This design comes from an exercise in tuning for small area and a short achievable clock period on the open sky130 flow, not from production work. The RTL was checked by simulation tests, not by an equivalence proof against the original design. No driver is modelled on the clock port, so clock power and skew are understated where the tree is cut down; a real chip needs a root buffer or a tree. No activity file was given, so power comes from the tool's default toggle rates.

// fifo_wc_sync
module fifo_wc_sync (
  input  logic        clk,
  input  logic        rst_n,
  input  logic        w_req,
  input  logic [63:0] data_i,
  output logic        full,
  input  logic        r_req,
  output logic [31:0] data_o,
  output logic        empty,
  output logic [5:0]  w_cnt,
  output logic [6:0]  r_cnt,
  output logic        ovf,
  output logic        udf
);
  logic [5:0]  wp_q, w1_q, ws_q, r1_q, rs_q;
  logic [6:0]  rp_q;
  logic        full_q, empty_q, ovf_q, udf_q;
  logic [5:0]  w_cnt_q;
  logic [6:0]  r_cnt_q;
  logic [31:0] data_o_q;
  logic        can_push_q, can_pop_q;
  logic [5:0]  wdiff_q;
  logic [6:0]  rdiff_q;
  logic push, pop;
  assign push = w_req && can_push_q;
  assign pop  = r_req && can_pop_q;
  logic rs_step, ws_step;
  assign rs_step = r1_q[0] ^ rs_q[0];
  assign ws_step = w1_q[0] ^ ws_q[0];
  logic [5:0] wdiff_inc;
  logic [6:0] rdiff_dec;
  assign wdiff_inc = wdiff_q + 6'd1;
  assign rdiff_dec = rdiff_q - 7'd1;
  logic [5:0] wdiff_n0, wdiff_n1;
  logic [6:0] rdiff_n0, rdiff_n1;
  assign wdiff_n0 = wdiff_q   - {5'd0, rs_step};
  assign wdiff_n1 = wdiff_inc - {5'd0, rs_step};
  assign rdiff_n0 = rdiff_q   + {5'd0, ws_step, 1'b0};
  assign rdiff_n1 = rdiff_dec + {5'd0, ws_step, 1'b0};
  logic full_n0, full_n1, empty_n0, empty_n1;
  assign full_n0  = (wdiff_q == 6'd32);
  assign full_n1  = (wdiff_q == 6'd31);
  assign empty_n0 = (rdiff_q == 7'd0);
  assign empty_n1 = (rdiff_q == 7'd1);
  logic [31:0] rd_word;
  ...
For scale: ~4300 cells after synthesis, ~2200 flip-flops, roughly 79000 µm² of cells after synthesis.
export LEC_CHECK = 0
export CAP_MARGIN = 20
export CORE_MARGIN = 2
export CORE_UTILIZATION = 65
export SETUP_SLACK_MARGIN = 3.0
export SLEW_MARGIN = 20
create_clock -name core_clock -period 5.0 [get_ports {clk}]
standard.sh (not shown) runs the stock make flow with config.mk's settings and CLKGATE_MAP_FILE= SYNTH_SCRIPT=/design/flow/synth_recipe.tcl, a recipe that flattens the netlist after the stock synthesis.
==> flow/flow/run.sh <==
#!/bin/bash
# The standard layout, with three changes: port buffers of a fixed strong cell, free cell
# resizing (sizing may change a cell's footprint), and a hand-built two-level clock tree
# (flow/cts_tree.tcl, 4 roots, 20 leaves each, all clkbuf_16) in place of TritonCTS.
set -euo pipefail
export CTS_TREE_ROOT=sky130_fd_sc_hd__clkbuf_16
export CTS_TREE_LEAF=sky130_fd_sc_hd__clkbuf_16
export CTS_TREE_NET=clk
export CTS_TREE_LEAVES=20
bash standard.sh MATCH_CELL_FOOTPRINT=0 \
  "BUFFER_PORTS_ARGS=-buffer_cell sky130_fd_sc_hd__buf_4" \
  "PRE_CTS_TCL=$PWD/flow/cts_tree.tcl" finish > standard.log 2>&1
==> flow/flow/cts_tree.tcl <==
# Clock tree built by hand, in place of TritonCTS (sourced as PRE_CTS_TCL by ORFS's cts.tcl).
# The flip-flops are split by recursive median bisection into groups of equal size;
# each group gets a leaf cell (CTS_TREE_LEAF) at its centroid. The first cuts give four
# quadrants, each split into CTS_TREE_LEAVES groups; each quadrant's leaves hang on a root cell (CTS_TREE_ROOT) at their centroid, and
# the clock port feeds the four roots. Two levels, balanced by construction; with inverters at
# both levels the clock keeps its polarity.

proc cts_tree_split {items n} {
  # items: list of {payload x y}; returns a list of n groups whose sizes differ by at most one.
  if {$n <= 1 || [llength $items] < 2} { return [list $items] }
  set xs [lmap i $items {lindex $i 1}]
  set ys [lmap i $items {lindex $i 2}]
  set dx [expr {[tcl::mathfunc::max {*}$xs] - [tcl::mathfunc::min {*}$xs]}]
  set dy [expr {[tcl::mathfunc::max {*}$ys] - [tcl::mathfunc::min {*}$ys]}]
  set k [expr {$dx >= $dy ? 1 : 2}]
  set s [lsort -integer -index $k $items]
  set n1 [expr {$n / 2}]
  set h [expr {([llength $s] * $n1 + $n / 2) / $n}]
  return [concat [cts_tree_split [lrange $s 0 [expr {$h - 1}]] $n1] \
                 [cts_tree_split [lrange $s $h end] [expr {$n - $n1}]]]
}

proc cts_tree_centroid {items} {
  set sx 0; set sy 0
  foreach i $items { set sx [expr {$sx + [lindex $i 1]}]; set sy [expr {$sy + [lindex $i 2]}] }
  set n [llength $items]
  return [list [expr {$sx / $n}] [expr {$sy / $n}]]
}

proc cts_tree_buffer {block master name x y innet outnet} {
  set inst [odb::dbInst_create $block $master $name]
  set w [$master getWidth]
  set h [$master getHeight]
  $inst setLocation [expr {int($x - $w / 2)}] [expr {int($y - $h / 2)}]
  $inst setPlacementStatus PLACED
  foreach it [$inst getITerms] {
    if {[$it isInputSignal]} { $it connect $innet }
    if {[$it isOutputSignal]} { $it connect $outnet }
  }
  return $inst
}

proc cts_tree_build {} {
  set db [ord::get_db]
  set block [ord::get_db_block]
  set rmaster [$db findMaster $::env(CTS_TREE_ROOT)]
  set lmaster [$db findMaster $::env(CTS_TREE_LEAF)]
  set clk [$block findNet $::env(CTS_TREE_NET)]
  set sinks {}
  foreach it [$clk getITerms] {
    set bb [[$it getInst] getBBox]
    lappend sinks [list $it [expr {([$bb xMin] + [$bb xMax]) / 2}] [expr {([$bb yMin] + [$bb yMax]) / 2}]]
  }
  set quads [cts_tree_split $sinks 4]
  set li 0
  set ri 0
  foreach q $quads {
    set leaves [cts_tree_split $q $::env(CTS_TREE_LEAVES)]
    set rnet [odb::dbNet_create $block "clknet_root_$ri"]
    $rnet setSigType CLOCK
    set lpos {}
    foreach g $leaves {
      set lnet [odb::dbNet_create $block "clknet_leaf_$li"]
      $lnet setSigType CLOCK
      foreach s $g {
        set it [lindex $s 0]
        $it disconnect
        $it connect $lnet
      }
      lassign [cts_tree_centroid $g] x y
      cts_tree_buffer $block $lmaster "clkbuf_leaf_$li" $x $y $rnet $lnet
      lappend lpos [list {} $x $y]
      incr li
    }
    lassign [cts_tree_centroid $lpos] x y
    cts_tree_buffer $block $rmaster "clkbuf_root_$ri" $x $y $clk $rnet
    incr ri
  }
  puts "cts_tree: [llength $sinks] sinks, $li leaf buffers, $ri root buffers"
  set_propagated_clock [all_clocks]
}

rename clock_tree_synthesis cts_tree_tritoncts
proc clock_tree_synthesis {args} { cts_tree_build }
Next try:
--- a/flow/flow/run.sh
+++ b/flow/flow/run.sh
@@ -3,3 +3,3 @@
 # resizing (sizing may change a cell's footprint), and a hand-built two-level clock tree
-# (flow/cts_tree.tcl, 4 roots, 20 leaves each, all clkbuf_16) in place of TritonCTS.
+# (flow/cts_tree.tcl, 4 roots, 24 leaves each, all clkbuf_16) in place of TritonCTS.
 set -euo pipefail
@@ -8,3 +8,3 @@
 export CTS_TREE_NET=clk
-export CTS_TREE_LEAVES=20
+export CTS_TREE_LEAVES=24
 bash standard.sh MATCH_CELL_FOOTPRINT=0 \
--- a/flow/flow/cts_tree.tcl
+++ b/flow/flow/cts_tree.tcl
@@ -83,2 +83,6 @@
 rename clock_tree_synthesis cts_tree_tritoncts
-proc clock_tree_synthesis {args} { cts_tree_build }
+source [file join [file dirname [info script]] outbuf.tcl]
+proc clock_tree_synthesis {args} {
+  outbuf_move
+  cts_tree_build
+}
==> flow/flow/outbuf.tcl (new file) <==
# Output port buffers next to the registers that drive them (sourced from cts_tree.tcl, before
# the clock tree is built; the detailed placement that follows legalizes the moves). Global
# placement leaves each output buffer near its pin, so the register drives the long wire; with
# the buffer beside the register, the stronger buffer drives it instead.

proc outbuf_move {} {
  set block [ord::get_db_block]
  set moved 0
  foreach bt [$block getBTerms] {
    if {[$bt getIoType] ne "OUTPUT"} { continue }
    set net [$bt getNet]
    set buf ""
    foreach it [$net getITerms] { if {[$it isOutputSignal]} { set buf [$it getInst] } }
    if {$buf eq ""} { continue }
    set in ""
    foreach it [$buf getITerms] { if {[$it isInputSignal]} { set in [$it getNet] } }
    if {$in eq ""} { continue }
    set drv ""
    foreach it [$in getITerms] { if {[$it isOutputSignal]} { set drv [$it getInst] } }
    if {$drv eq "" || ![[$drv getMaster] isSequential]} { continue }
    set bb [$drv getBBox]
    $buf setLocation [$bb xMax] [$bb yMin]
    incr moved
  }
  puts "outbuf: moved $moved output buffers next to their registers"
}
- The new run finished with timing, DRC and antenna clean
- worst setup slack gets better by 0.091 ns
- sequential power barely changes
- utilization is higher by 0.39 points
- final area goes up slightly
No run of this note takes its clock network from TritonCTS; it comes from the design's own scripts or RTL.

## afterwards: timing with drivers on the ports
The results above use ideal ports. As a check the final layouts listed here were re-extracted and re-timed, cells and wires unchanged.
Step 1, drivers: a clkbuf_16 drives clk and a buf_2 each remaining input, both assumed.
Step 2, shift: input delay + t, output delay - t, t = (earliest + latest rising clock arrival at the registers) / 2. This alone moves slack from input paths to output paths.
a / b / c = ideal ports / drivers / drivers and shift; a / b = the first two.
| run | t, ns | setup slack, ns | worst setup path after step 2 | worst slew at a driven data input, ns | pins driven straight from the clock port |
|---|---|---|---|---|---|
| the first run | 0.766 | 2.764 / 2.582 / 2.352 | input to register | 0.16 | 4 |
| the second run | 0.797 | 2.855 / 2.672 / 2.285 | input to register | 0.15 | 4 |
After both steps every run listed still meets setup and hold. For the second run, which loses most, drivers alone change the setup slack by -0.183 ns; drivers and shift together by -0.570 ns.
